Source: an optimization exercise on an open RTL-to-GDS flow (aim: small area, a short achievable clock period and few clock cycles). Production flows keep margins and buffers that such runs may drop.
Only simulation tests tie the RTL to the original design; equivalence was not proved.
Power is estimated from default activity; no workload was simulated.

==> build 4: inputs <==
Design hsv_histogram_bhattacharyya, start of the top module:
module hsv_histogram_bhattacharyya
(
    input  wire logic                 clk,
    input  wire logic                 rst_n,
    input  wire logic                 pix_valid,
    output      logic                 pix_ready,
    input  wire logic                 pix_kind,
    input  wire logic [8:0]           pix_hue,
    input  wire logic [7:0]           pix_saturation,
    input  wire logic [7:0]           pix_brightness,
    input  wire logic [6:0]           pix_ref_index,
    input  wire logic [15:0]          pix_ref_fraction,
    input  wire logic                 pix_last_pixel,
    output      logic                 res_valid,
    input  wire logic                 res_ready,
    output      logic [16:0]          res_distance,
    output      logic                 res_empty_region,
    input  wire logic                 cfg_we,
    input  wire logic [CFG_IDX_W-1:0] cfg_index,
    input  wire logic [7:0]           cfg_wdata
);
clock: 12.0 ns
lec_check: 0
cap_margin: 20
cell_pad_in_sites_detail_placement: 2
cell_pad_in_sites_global_placement: 2
core_margin: 2
core_utilization: 40
place_density: 0.55
slew_margin: 20
standard.sh (not shown) runs the stock make flow with config.mk's settings and CLKGATE_MAP_FILE= SYNTH_SCRIPT=/design/flow/synth_recipe.tcl, a recipe that flattens the netlist after the stock synthesis.
==> flow/flow/run.sh <==
#!/bin/bash
set -euo pipefail
export SETUP_SLACK_MARGIN=${SETUP_SLACK_MARGIN:-8}
export TNS_END_PERCENT=${TNS_END_PERCENT:-100}
bash standard.sh > flow_make.log 2>&1
==> inputs of trial 19, as changes to build 4 <==
==> flow/flow/run.sh (replaced) <==
#!/bin/bash
set -euo pipefail
export SETUP_SLACK_MARGIN=${SETUP_SLACK_MARGIN:-8}
export TNS_END_PERCENT=${TNS_END_PERCENT:-20}
bash standard.sh > flow_make.log 2>&1
==> inputs of build 49, as changes to build 4 <==
--- a/flow/design.v
+++ b/flow/design.v
@@ -124,27 +124,23 @@
     localparam int NB = TOTAL_BINS;
     localparam logic [1:0] J_IDLE  = 2'd0;
     localparam logic [1:0] J_READ  = 2'd1;
     localparam logic [1:0] J_DRAIN = 2'd2;
     localparam logic [1:0] J_EMIT  = 2'd3;
     localparam int DG = 16 / K;      
     localparam int NG = 11;          
     localparam int GS = 10;
-    localparam int LO_W = 13;        
-    localparam int HI_W = 4;         
-    localparam int NT   = 8;         
     logic [7:0] sth_reg, vth_reg;
     logic       busy_reg;
     logic       rdy_reg;
     logic       acc;
     logic       s1_v;
     logic       s1_kind, s1_last, s1_grey;
     logic [9:1] s1_ht, s1_st, s1_vt;
-    logic [NB-1:0] s1_oh;           
     logic [6:0] s1_idx;
     logic [REF_W-1:0] s1_frac;
     logic [9:1] in_ht, in_st, in_vt;
     logic       in_grey;
     hsvb_binpick u_pick (
         .hue     (pix_hue),
         .sat     (pix_saturation),
         .bri     (pix_brightness),
@@ -153,48 +149,35 @@
         .hue_t   (in_ht),
         .sat_t   (in_st),
         .bri_t   (in_vt),
         .grey    (in_grey)
     );
     assign rdy_reg   = !busy_reg;
     assign acc       = pix_valid && rdy_reg;
     assign pix_ready = rdy_reg;
-    logic [LO_W-1:0]  cnt_mem [NB];   
+    logic [REF_W-1:0] cnt_mem [NB];   
     logic [REF_W-1:0] ref_mem [NB];
     logic [NB-1:0]    nz_reg;         
     logic [CNT_W-1:0] npix_reg;
     logic [NB-1:0] bin2_oh;
     logic          pw2;              
     logic          cl2;              
     logic          same2;
     logic [NB-1:0] sel;
     logic [NB-1:0] ref_we;
-    logic [LO_W-1:0]  c_rd;
+    logic [REF_W-1:0] c_rd;
     logic [REF_W-1:0] r_rd;
     logic          s2_pw, s2_fwd, s2_close, s2_grey;
     logic [9:1]    s2_ht, s2_st, s2_vt;
-    logic [LO_W-1:0]  s2_c;
-    logic [LO_W-1:0]  inc_last;
-    logic             c_cy;           
-    logic [7:0]       tag3;           
-    logic             s3_cy;
-    logic [7:0]       s3_tag;
+    logic [REF_W-1:0] s2_c;
+    logic [REF_W-1:0] inc_last;
     logic [NB-1:0] bin3_oh;
     logic [NB-1:0] cnt_we;
-    logic [LO_W-1:0]  c_inc;
-    logic [NT-1:0]    ov_v;
-    logic [7:0]       ov_tag [NT];
-    logic [HI_W-1:0]  ov_hi  [NT];
-    logic [$clog2(NT)-1:0] ov_ptr;
-    logic [NT-1:0]    ov_hit;
-    logic             ov_clr;
-    logic [7:0]       ftag_reg;       
-    logic [7:0]       ftag;
-    logic [HI_W-1:0]  f_hi;
+    logic [REF_W-1:0] c_inc;
     logic [1:0]       jst_reg;
     logic [1:0]       jst_next;
     logic             fpend_reg;
     logic             fpend_next;
     logic [CNT_W-1:0] nf_reg;
     logic [CNT_W+1:0] nf3_reg;
     logic [SUM_W-1:0] sum_reg;
     logic             ej_reg;
@@ -206,17 +189,17 @@
     logic             adv;
     logic             f_load;
     logic             nz_none;
     logic [K-1:0]     ph_reg;         
     logic             pl;             
     logic             vf_reg;
     logic             rz_reg;
     logic             vf_eff;
-    logic [CNT_W-1:0] cf_reg;
+    logic [REF_W-1:0] cf_reg;
     logic [REF_W-1:0] rf_reg;
     logic             vm_reg;
     logic [CNT_W-1:0] cm_reg;
     logic [REF_W-1:0] rm_reg;
     logic [CNT_W-1:0] am_reg;
     logic [REF_W-1:0] lm_reg;
     logic [CNT_W+DG-1:0] mt;
     logic [CNT_W-1:0] am_next;
@@ -258,67 +241,55 @@
         v_oh[9] = vt[9];
         for (int a = 0; a < 10; a++)
             for (int b = 0; b < 10; b++)
                 oh[a * 10 + b] = s_oh[a] && h_oh[b] && !grey;
         for (int b = 0; b < 10; b++)
             oh[100 + b] = v_oh[b] && grey;
         bin_onehot = oh;
     endfunction
-    assign bin2_oh = s1_oh;
+    assign bin2_oh = bin_onehot(s1_ht, s1_st, s1_vt, s1_grey);
     assign pw2     = s1_v && !s1_kind && !npix_reg[CNT_W-1];
     assign cl2     = s1_v && s1_last;
     assign same2   = s2_pw && (s1_grey == s2_grey)
                      && (s1_grey ? (s1_vt == s2_vt) : (s1_ht == s2_ht && s1_st == s2_st));
     always_comb
     begin
-        logic [LO_W-1:0]  gc [NG];
+        logic [REF_W-1:0] gc [NG];
         logic [REF_W-1:0] gr [NG];
         for (int i = 0; i < NB; i++)
         begin
             sel[i]    = (pw2 && bin2_oh[i] && nz_reg[i]) || fsel_reg[i];
             ref_we[i] = s1_v && s1_kind && (s1_idx == 7'(i));
         end
         for (int j = 0; j < NG; j++)
         begin
             gc[j] = '0;
             gr[j] = '0;
             for (int k = 0; k < GS; k++)
             begin
-                gc[j] = gc[j] | (cnt_mem[GS * j + k] & {LO_W{sel[GS * j + k]}});
+                gc[j] = gc[j] | (cnt_mem[GS * j + k] & {REF_W{sel[GS * j + k]}});
                 gr[j] = gr[j] | (ref_mem[GS * j + k] & {REF_W{fsel_reg[GS * j + k]}});
             end
         end
         c_rd = '0;
         r_rd = '0;
         for (int j = 0; j < NG; j++)
         begin
             c_rd = c_rd | gc[j];
             r_rd = r_rd | gr[j];
         end
     end
     assign bin3_oh = bin_onehot(s2_ht, s2_st, s2_vt, s2_grey);
     always_comb
     begin
-        logic [LO_W-1:0] inc_a, inc_b;
-        logic [3:0]      hi3, si3, vi3;
-        inc_a = s2_c + LO_W'(1);
-        inc_b = inc_last + LO_W'(1);
-        c_inc = (inc_a & {LO_W{!s2_fwd}}) | (inc_b & {LO_W{s2_fwd}});
-        c_cy  = s2_fwd ? (&inc_last) : (&s2_c);
-        hi3 = '0;
-        si3 = '0;
-        vi3 = '0;
-        for (int k = 1; k < 10; k++)
-        begin
-            hi3 = hi3 + 4'(s2_ht[k]);
-            si3 = si3 + 4'(s2_st[k]);
-            vi3 = vi3 + 4'(s2_vt[k]);
-        end
-        tag3 = s2_grey ? {4'd10, vi3} : {si3, hi3};
+        logic [REF_W-1:0] inc_a, inc_b;
+        inc_a = s2_c + REF_W'(1);
+        inc_b = inc_last + REF_W'(1);
+        c_inc = (inc_a & {REF_W{!s2_fwd}}) | (inc_b & {REF_W{s2_fwd}});
         for (int i = 0; i < NB; i++)
             cnt_we[i] = s2_pw && bin3_oh[i];
     end
     always_ff @(posedge clk)
     begin
         for (int i = 0; i < NB; i++)
         begin
             if (cnt_we[i])
@@ -353,103 +324,52 @@
             seen = 1'b0;
             for (int k = 0; k < GS; k++)
             begin
                 ff[GS * j + k] = gfirst[j] && nz_reg[GS * j + k] && !seen;
                 seen = seen || nz_reg[GS * j + k];
             end
         end
         nz_none = !gseen;
-        ftag = '0;
-        for (int j = 0; j < NG; j++)
-            for (int k = 0; k < GS; k++)
-                if (ff[GS * j + k])
-                    ftag = ftag | {4'(j), 4'(k)};
     end
     assign pl     = ph_reg[K-1];
     assign vf_eff = vf_reg && !rz_reg;
     assign f_load = fsv_reg && (!vf_eff || pl);
     assign adv    = (jst_reg == J_READ) && (!fsv_reg || f_load);
     always_ff @(posedge clk or negedge rst_n)
     begin
         if (!rst_n)
         begin
             fsel_reg <= '0;
-            ftag_reg <= '0;
             fsv_reg  <= 1'b0;
         end
         else if (adv)
         begin
             fsel_reg <= ff;
-            ftag_reg <= ftag;
             fsv_reg  <= !nz_none;
         end
     end
     always_ff @(posedge clk)
         if (f_load)
         begin
-            cf_reg <= {f_hi, c_rd};
+            cf_reg <= c_rd;
             rf_reg <= r_rd;
             rz_reg <= (r_rd == '0);
         end
     always_comb
-        for (int e = 0; e < NT; e++)
-            ov_hit[e] = ov_v[e] && (ov_tag[e] == s3_tag);
-    assign ov_clr = (jst_reg == J_READ) && (jst_next == J_DRAIN);
-    always_ff @(posedge clk or negedge rst_n)
-    begin
-        if (!rst_n)
-        begin
-            ov_v   <= '0;
-            ov_ptr <= '0;
-            s3_cy  <= 1'b0;
-        end
-        else
-        begin
-            s3_cy <= s2_pw && c_cy;
-            if (ov_clr)
-            begin
-                ov_v   <= '0;
-                ov_ptr <= '0;
-            end
-            else if (s3_cy && !(|ov_hit))
-            begin
-                ov_v[ov_ptr] <= 1'b1;
-                ov_ptr       <= ov_ptr + 1'b1;
-            end
-        end
-    end
-    always_ff @(posedge clk)
-    begin
-        s3_tag <= tag3;
-        for (int e = 0; e < NT; e++)
-            if (s3_cy && (ov_hit[e] || (!(|ov_hit) && ov_ptr == ($clog2(NT))'(e))))
-            begin
-                ov_tag[e] <= s3_tag;
-                ov_hi[e]  <= ov_hit[e] ? ov_hi[e] + 1'b1 : HI_W'(1);
-            end
-    end
-    always_comb
-    begin
-        f_hi = '0;
-        for (int e = 0; e < NT; e++)
-            if (ov_v[e] && ov_tag[e] == ftag_reg)
-                f_hi = f_hi | ov_hi[e];
-    end
-    always_comb
     begin
         mt      = (CNT_W+DG)'(am_reg) + (CNT_W+DG)'(cm_reg) * (CNT_W+DG)'(rm_reg[DG-1:0]);
         am_next = CNT_W'(mt >> DG);
         lm_next = {mt[DG-1:0], lm_reg[REF_W-1:DG]};
     end
     always_ff @(posedge clk)
     begin
         if (pl)
         begin
-            cm_reg <= cf_reg;
+            cm_reg <= {cf_reg == '0, cf_reg};
             rm_reg <= rf_reg;
             am_reg <= '0;
         end
         else
         begin
             rm_reg <= rm_reg >> DG;
             am_reg <= am_next;
         end
@@ -648,17 +568,16 @@
     always_ff @(posedge clk)
     begin
         s1_kind <= pix_kind;
         s1_last <= pix_last_pixel;
         s1_ht   <= in_ht;
         s1_st   <= in_st;
         s1_vt   <= in_vt;
         s1_grey <= in_grey;
-        s1_oh   <= bin_onehot(in_ht, in_st, in_vt, in_grey);
         s1_idx  <= pix_ref_index;
         s1_frac <= pix_ref_fraction;
         if (emit)
         begin
             out_empty_reg <= ej_reg;
             out_dist_reg  <= (ej_reg || sum_reg >= SUM_W'(65536)) ? '0
                              : DIST_W'(SUM_W'(65536) - sum_reg);
         end
==> flow/flow/run.sh (replaced) <==
#!/bin/bash
set -euo pipefail
export SETUP_SLACK_MARGIN=${SETUP_SLACK_MARGIN:-8}
export TNS_END_PERCENT=${TNS_END_PERCENT:-20}
bash standard.sh > flow_make.log 2>&1
==> comparison table <==
quantity                                                                          build 49                 trial 19                  build 4
Flop pwr share                                                                       38.9%                    36.9%                    36.7%
First-pass DRT Iterations                                                                7                        6                        7
Max FFs per register                                                                     -                     1760                     1760
Flop and latch count out of synthesis                                                 4339                     4238                     4238
Post-Route Hold Slack                                                             279.1 ps                 322.5 ps                 334.8 ps
Maximum VDD drop                                                                 0.1627 mV                0.1781 mV                0.1660 mV
Slowest-stage cell, CP                                             sky130_fd_sc_hd__nor3_4  sky130_fd_sc_hd__nor2_2  sky130_fd_sc_hd__nor2_2
Clock share of power                                                                 30.0%                    29.1%                    28.8%
Buffer share of cell area                                                           3.597%                   3.516%                   3.619%
End point of the most critical hold path                                         lm_reg[5]                lm_reg[7]                 s2_vt[8]
Gates resized, CTS repair                                                              239                      318                      367
Avg Vias per Cell                                                                    6.984                    7.028                    7.028
Maximum cell stage delay along the critical path                                   1070 ps                   990 ps                  1200 ps
Critical path arrival                                                              5440 ps                  4990 ps                  4940 ps
Share of the synthesized netlist area taken by xor and xnor gates                   1.529%                   2.189%                   2.189%
Net switching power                                                              0.01744 W                0.01899 W                0.01928 W
Synth-to-Final Area Change                                                          17.84%                   17.83%                   18.14%
Fraction of final layout cells sized beyond drive strength 1                        17.54%                   16.78%                   17.35%
Flip-flop and latch share of the layout cell area                                   62.14%                   60.33%                   60.17%
Multi-input combinational cell count                                                  5908                     6535                     6533
Result of the run                                         no timing/DRC/antenna violations  no timing/DRC/antenna violations  no timing/DRC/antenna violations
Warning count from the yosys run                                                        20                       24                       24
HPWL Detailed                                                                    565400 um                590500 um                587400 um
Cell internal power dissipation                                                  0.03070 W                0.03083 W                0.03090 W
Testbench counts of build 4, summed over its fixed seeds: cycles 34,028.
Testbench counts of trial 19, summed over its fixed seeds: cycles 34,028.
Testbench counts of build 49, summed over its fixed seeds: cycles 34,028.

-- re-timing with driven ports --
The results above use ideal ports. As a check the final layouts listed here were re-extracted and re-timed, cells and wires unchanged.
Step 1 sets driving cells, clkbuf_16 on the clock port and buf_2 on the other inputs (assumed; they add their load-dependent delay and slew).
Step 2 times the ports against the registers' clock, not the clock port: input delays grow and output delays shrink by t, the midpoint of the rising clock arrivals with the driver on.
Slacks: ideal / step 1 / step 2; pairs: ideal / step 1.
run	t, ns	slack for setup (ns)	worst data-port slew with drivers (ns)	pins driven straight from the clock port
build 4	1.137	7.722 / 7.722 / 7.063	0.14	1
trial 19	1.142	7.652 / 7.652 / 6.823	0.15	1
build 49	1.159	7.288 / 7.288 / 7.288	0.36	1
After both steps setup and hold are still met in every run listed. The setup slack of trial 19, which loses most, moves by 0.000 ns with the drivers and by -0.829 ns with both steps.
